From an optimization exercise on the open Yosys and OpenROAD flow, aimed at small area, a short achievable clock period and few clock cycles; shortcuts taken in it are not production practice. At most, simulation tests tie the RTL to the original design; equivalence was not proved.

job 273:
==> flow/design.v (excerpt) <==
module bignum_top
(
    input  logic              i_clk,
    input  logic              i_rst_n,
    input  logic              i_req_valid,
    output logic              o_req_ready,
    input  logic [1:0]        i_req_op,
    input  logic [19:0]       i_req_a_addr,
    input  logic [19:0]       i_req_b_addr,
    input  logic [19:0]       i_req_dst_addr,
    input  logic [7:0]        i_req_a_len,
    input  logic [7:0]        i_req_b_len,
    output logic              o_rsp_valid,
    input  logic              i_rsp_ready,
    output logic [7:0]        o_rsp_len,
    output logic [19:0]       o_mem_addr,
    output logic              o_mem_we,
    output logic [15:0]       o_mem_wdata,
    input  logic [15:0]       i_mem_rdata
);
Size in the first run: roughly 3100 cells after synthesis, roughly 410 flip-flops, ~150 I/O pins, ~26000 sq um of cells after synthesis.
clock: 9.0 ns
lec_check: 0
abc_area: 1
abc_clock_period_in_ps: 3000
cap_margin: 20
core_margin: 5
core_utilization: 40
cts_buf_list: sky130_fd_sc_hd__clkbuf_4 sky130_fd_sc_hd__clkbuf_8
setup_slack_margin: 5
slew_margin: 20
run.sh (not shown) runs the stock make flow with config.mk's settings and CLKGATE_MAP_FILE= SYNTH_SCRIPT=/design/flow/synth_recipe.tcl, a recipe that flattens the netlist after the stock synthesis.
Having completed the whole flow, job 273 delivered a layout that passed the timing, design-rule and antenna checks.
Modified inputs, job 6998 compared to job 273
- removing CTS_BUF_LIST (formerly sky130_fd_sc_hd__clkbuf_4 sky130_fd_sc_hd__clkbuf_8)
Notes after the runs:
Summary of job 6998 over job 273: depth of the critical timing path with buffers and inverters included lost 7, area after synthesis neither gained nor lost much, number of post-CTS setup repair buffers lost 1. Job 273 ended up with flop to flop as its critical path class; job 6998 ended up with input pin to flop.
No functional check of the RTL was part of any run of this note.

## v52
bignum_top, a different RTL version from the one above (not shown whole).
For scale: about 3100 cells after synthesis, roughly 410 flip-flops, ~150 I/O pins, roughly 28000 sq um of cells after synthesis.
Settings: LEC_CHECK=0, ABC_CLOCK_PERIOD_IN_PS=3000, CAP_MARGIN=20, CORE_MARGIN=5, CORE_UTILIZATION=40, SETUP_SLACK_MARGIN=5, SLEW_MARGIN=20; clock period 9.0 ns.
standard.sh (not shown) runs the stock make flow with config.mk's settings and CLKGATE_MAP_FILE= SYNTH_SCRIPT=/design/flow/synth_recipe.tcl, a recipe that flattens the netlist after the stock synthesis.
==> flow/flow/run.sh <==
#!/bin/bash
set -euo pipefail
bash standard.sh SETUP_SLACK_MARGIN=6 finish > standard.log 2>&1
Testbench counts of v52, summed over its fixed seeds: cycles 11,912.
Setup changes, v52 to v37
- ABC_AREA now 1, previously not set
==> flow/run.sh (new file) <==
#!/bin/bash
# synth_recipe.tcl (not shown) runs the flow's synth.tcl, then flattens the netlist and writes it again
# the make line also repeats each setting of config.mk as NAME=value (left out here)
make -C /OpenROAD-flow-scripts/flow DESIGN_CONFIG=/design/flow/config.mk WORK_HOME=/design/flow/orfs CLKGATE_MAP_FILE= SYNTH_SCRIPT=/design/flow/synth_recipe.tcl finish
removed: flow/flow/run.sh
removed: flow/standard.sh
[summary]
- Comparing v37 and v52, the lower pre-CTS worst setup slack is on v52.
- Going from v52 to v37, the post-layout minimum cycle time was found to have gone up by 110 ps.
- v37: clock-buffer cell count 3 above v52
- Between v37 and v52, wire length is lower for v37, v52 comes in above that.
- Relative to v52, worst-case hold slack has gone down in v37.
- Row count in v37 vs v52: down 2.1%
- The final weighted congestion in routability-driven placement in v37 sits about 4.5% above the value recorded for v52.
- Data arrival time at the worst-slack endpoint in v37 is 130 ps higher than in v52
- Looking at portion of the layout cell area used by clock cells, v37 sits 0.88 points above v52.
Modified inputs, v3 compared to v37
- a deleted ABC_AREA that had been 1
==> summary.txt <==
Against v37 as the reference, v3 delivers a higher starting density of the core.
Comparing v37 and v3, the lower share of cell area taken by muxes after synthesis was measured on v37.
v3 vs. v37: time the final worst path needs with I/O delays and setup grew by 45 ps, instance count of the mapped netlist shows a reduction of 22, global-route usage level.

Setup of run 1:
Another version of the RTL of bignum_top (not shown whole).
Size: about 420 flip-flops, about 150 I/O pins.
Design bignum_top, start of the top module:
module bignum_top
(
    input  logic              i_clk,
    input  logic              i_rst_n,
    input  logic              i_req_valid,
    output logic              o_req_ready,
    input  logic [1:0]        i_req_op,
    input  logic [19:0]       i_req_a_addr,
    input  logic [19:0]       i_req_b_addr,
    input  logic [19:0]       i_req_dst_addr,
    input  logic [7:0]        i_req_a_len,
    input  logic [7:0]        i_req_b_len,
    output logic              o_rsp_valid,
    input  logic              i_rsp_ready,
    output logic [7:0]        o_rsp_len,
    output logic [19:0]       o_mem_addr,
    output logic              o_mem_we,
    output logic [15:0]       o_mem_wdata,
    input  logic [15:0]       i_mem_rdata
);
==> flow/config.mk <==
export PLATFORM = sky130hd
export DESIGN_NAME = bignum_top
export DESIGN_NICKNAME = bignum_top
export VERILOG_FILES = /design/flow/design.v
export SDC_FILE = /design/flow/constraint.sdc
export NUM_CORES = 4
export LEC_CHECK = 0
export ABC_AREA = 1
export ABC_CLOCK_PERIOD_IN_PS = 3000
export CAP_MARGIN = 20
export CORE_MARGIN = 5
export CORE_UTILIZATION = 40
export SETUP_SLACK_MARGIN = 5
export SLEW_MARGIN = 20
==> flow/constraint.sdc <==
create_clock -name core_clock -period 9.0 [get_ports {i_clk}]
set_input_delay 1.8000 -clock core_clock [delete_from_list [all_inputs] [get_ports {i_clk}]]
set_output_delay 1.8000 -clock core_clock [all_outputs]
set_load 0.01 [all_outputs]
==> flow/flow/run.sh <==
#!/bin/bash
# The standard layout flow (the standard.sh: the standard synthesis, then
# ORFS to the final layout with the same SDC and clock period), except that
# every input and output port gets a sky130_fd_sc_hd__buf_1 as its port
# buffer instead of the cell buffer_ports picks by default. Each tool's full
# output goes to its ORFS log under orfs/logs; make's output to standard.log.
set -euo pipefail
bash standard.sh "BUFFER_PORTS_ARGS=-buffer_cell sky130_fd_sc_hd__buf_1" finish > standard.log 2>&1
Testbench counts of run 1, summed over its fixed seeds: cycles 11,716.
diff inputs: run 1 => run 2
-- flow/flow/run.sh --
<<< run 1, line 7
set -euo pipefail
bash standard.sh "BUFFER_PORTS_ARGS=-buffer_cell sky130_fd_sc_hd__buf_1" finish > standard.log 2>&1
>>> run 2, line 7
set -euo pipefail
bash standard.sh "BUFFER_PORTS_ARGS=-buffer_cell sky130_fd_sc_hd__buf_1" SETUP_SLACK_MARGIN=6.2 finish > standard.log 2>&1
Findings:
Destination of the critical timing path = q1[19]: run 1; destination of the critical timing path = kx[1]: run 2
Wire: run 2 routes more than run 1
Total of plain and repair buffers excluding clock buffers was higher in run 2 than in run 1.
Compared with run 1, run 2 shows a number of buffers inserted to repair setup after CTS that is 172 higher.
--- input diff run 2..run 3 ---
-- flow/flow/run.sh --
<<< run 2, line 7
set -euo pipefail
bash standard.sh "BUFFER_PORTS_ARGS=-buffer_cell sky130_fd_sc_hd__buf_1" SETUP_SLACK_MARGIN=6.2 finish > standard.log 2>&1
>>> run 3, line 7
set -euo pipefail
bash standard.sh "BUFFER_PORTS_ARGS=-buffer_cell sky130_fd_sc_hd__buf_1" SETUP_SLACK_MARGIN=5.4 finish > standard.log 2>&1
[summary]
Run 3 reached the end of the flow, and the finished layout is clean on the timing, design-rule and antenna checks. Run 2: done, clean on timing, DRC and antenna. Run 3 reports a lower flip-flop and latch area than run 2 does. Against run 2, run 3 reports a first-pass GRT wire length that is lower. Row utilization: run 3 lower / run 2 higher. Comparing run 2 and run 3, the higher sequential share of cell area is on run 3. Compared with run 2, number of nets in the layout in run 3 decreased by a few percent. Looking at layout buffering overhead excluding clock cells across run 2 and run 3, the one that comes out lower is run 3. The end point of the critical path comes out kx[1] in one run and p2 in the other, namely in run 2 and run 3 respectively.
For run 4, these inputs were changed with respect to run 3:
-- flow/flow/run.sh --
<<< run 3, line 7
set -euo pipefail
bash standard.sh "BUFFER_PORTS_ARGS=-buffer_cell sky130_fd_sc_hd__buf_1" SETUP_SLACK_MARGIN=5.4 finish > standard.log 2>&1
>>> run 4, line 7
set -euo pipefail
bash standard.sh "BUFFER_PORTS_ARGS=-buffer_cell sky130_fd_sc_hd__buf_1" SETUP_SLACK_MARGIN=5.8 finish > standard.log 2>&1
## What came out
Post-CTS resize count: run 4 > run 3. Run 3 and run 4 ended up with roughly the same gate count after technology mapping. In the reports for run 3 and run 4, the smaller total met2 wirelength after detailed routing belongs to run 3. Run 4 does worse than run 3 on final worst-path setup slack. | total half-perimeter wirelength after legalization and detailed placement | lower: run 3 |. In run 4, the share of the final layout cell area in multi-input gates came out 1.2 points above the value in run 3. Run 3 → run 4: total via count in the routed design picked up an extra 1223; fmax neither gained nor lost much.

-- port drivers added, routing unchanged --
The flow's constraints put no driver on any port. The routed layouts listed below were extracted and timed again, unchanged, in two steps. Step 1 (the two cells are an assumption about what drives the block):
set clk [get_ports {i_clk}]
set_driving_cell -lib_cell sky130_fd_sc_hd__clkbuf_16 $clk
set_driving_cell -lib_cell sky130_fd_sc_hd__buf_2 [delete_from_list [all_inputs] $clk]
Step 2 moves the port delays by t, midway between the first and last clock arrival at a register: inputs arrive t later, outputs are due t later. That takes back most of the time a late clock gives input paths. Slacks: no drivers / after step 1 / after step 2; pairs: no drivers / after step 1.
run	t (ns)	slack for setup (ns)	clock arrival spread, ns
job 273	0.696	5.149 / 5.108 / 4.507	0.065 / 0.065
job 6998	0.637	5.090 / 5.068 / 4.468	0.032 / 0.031
v52	0.643	5.229 / 5.229 / 4.600	0.028 / 0.029
v37	0.636	5.122 / 5.126 / 4.523	0.026 / 0.026
v3	0.655	5.077 / 5.115 / 4.460	0.019 / 0.020
run 1	0.658	5.165 / 5.165 / 5.165	0.033 / 0.032
run 2	0.655	5.327 / 5.327 / 5.327	0.046 / 0.047
run 3	0.643	5.357 / 5.357 / 5.357	0.044 / 0.045
run 4	0.641	5.348 / 5.348 / 5.348	0.056 / 0.056
After both steps setup and hold are still met in every run listed. For job 273, which loses most, drivers alone change the setup slack by -0.041 ns; drivers and shift together by -0.642 ns.
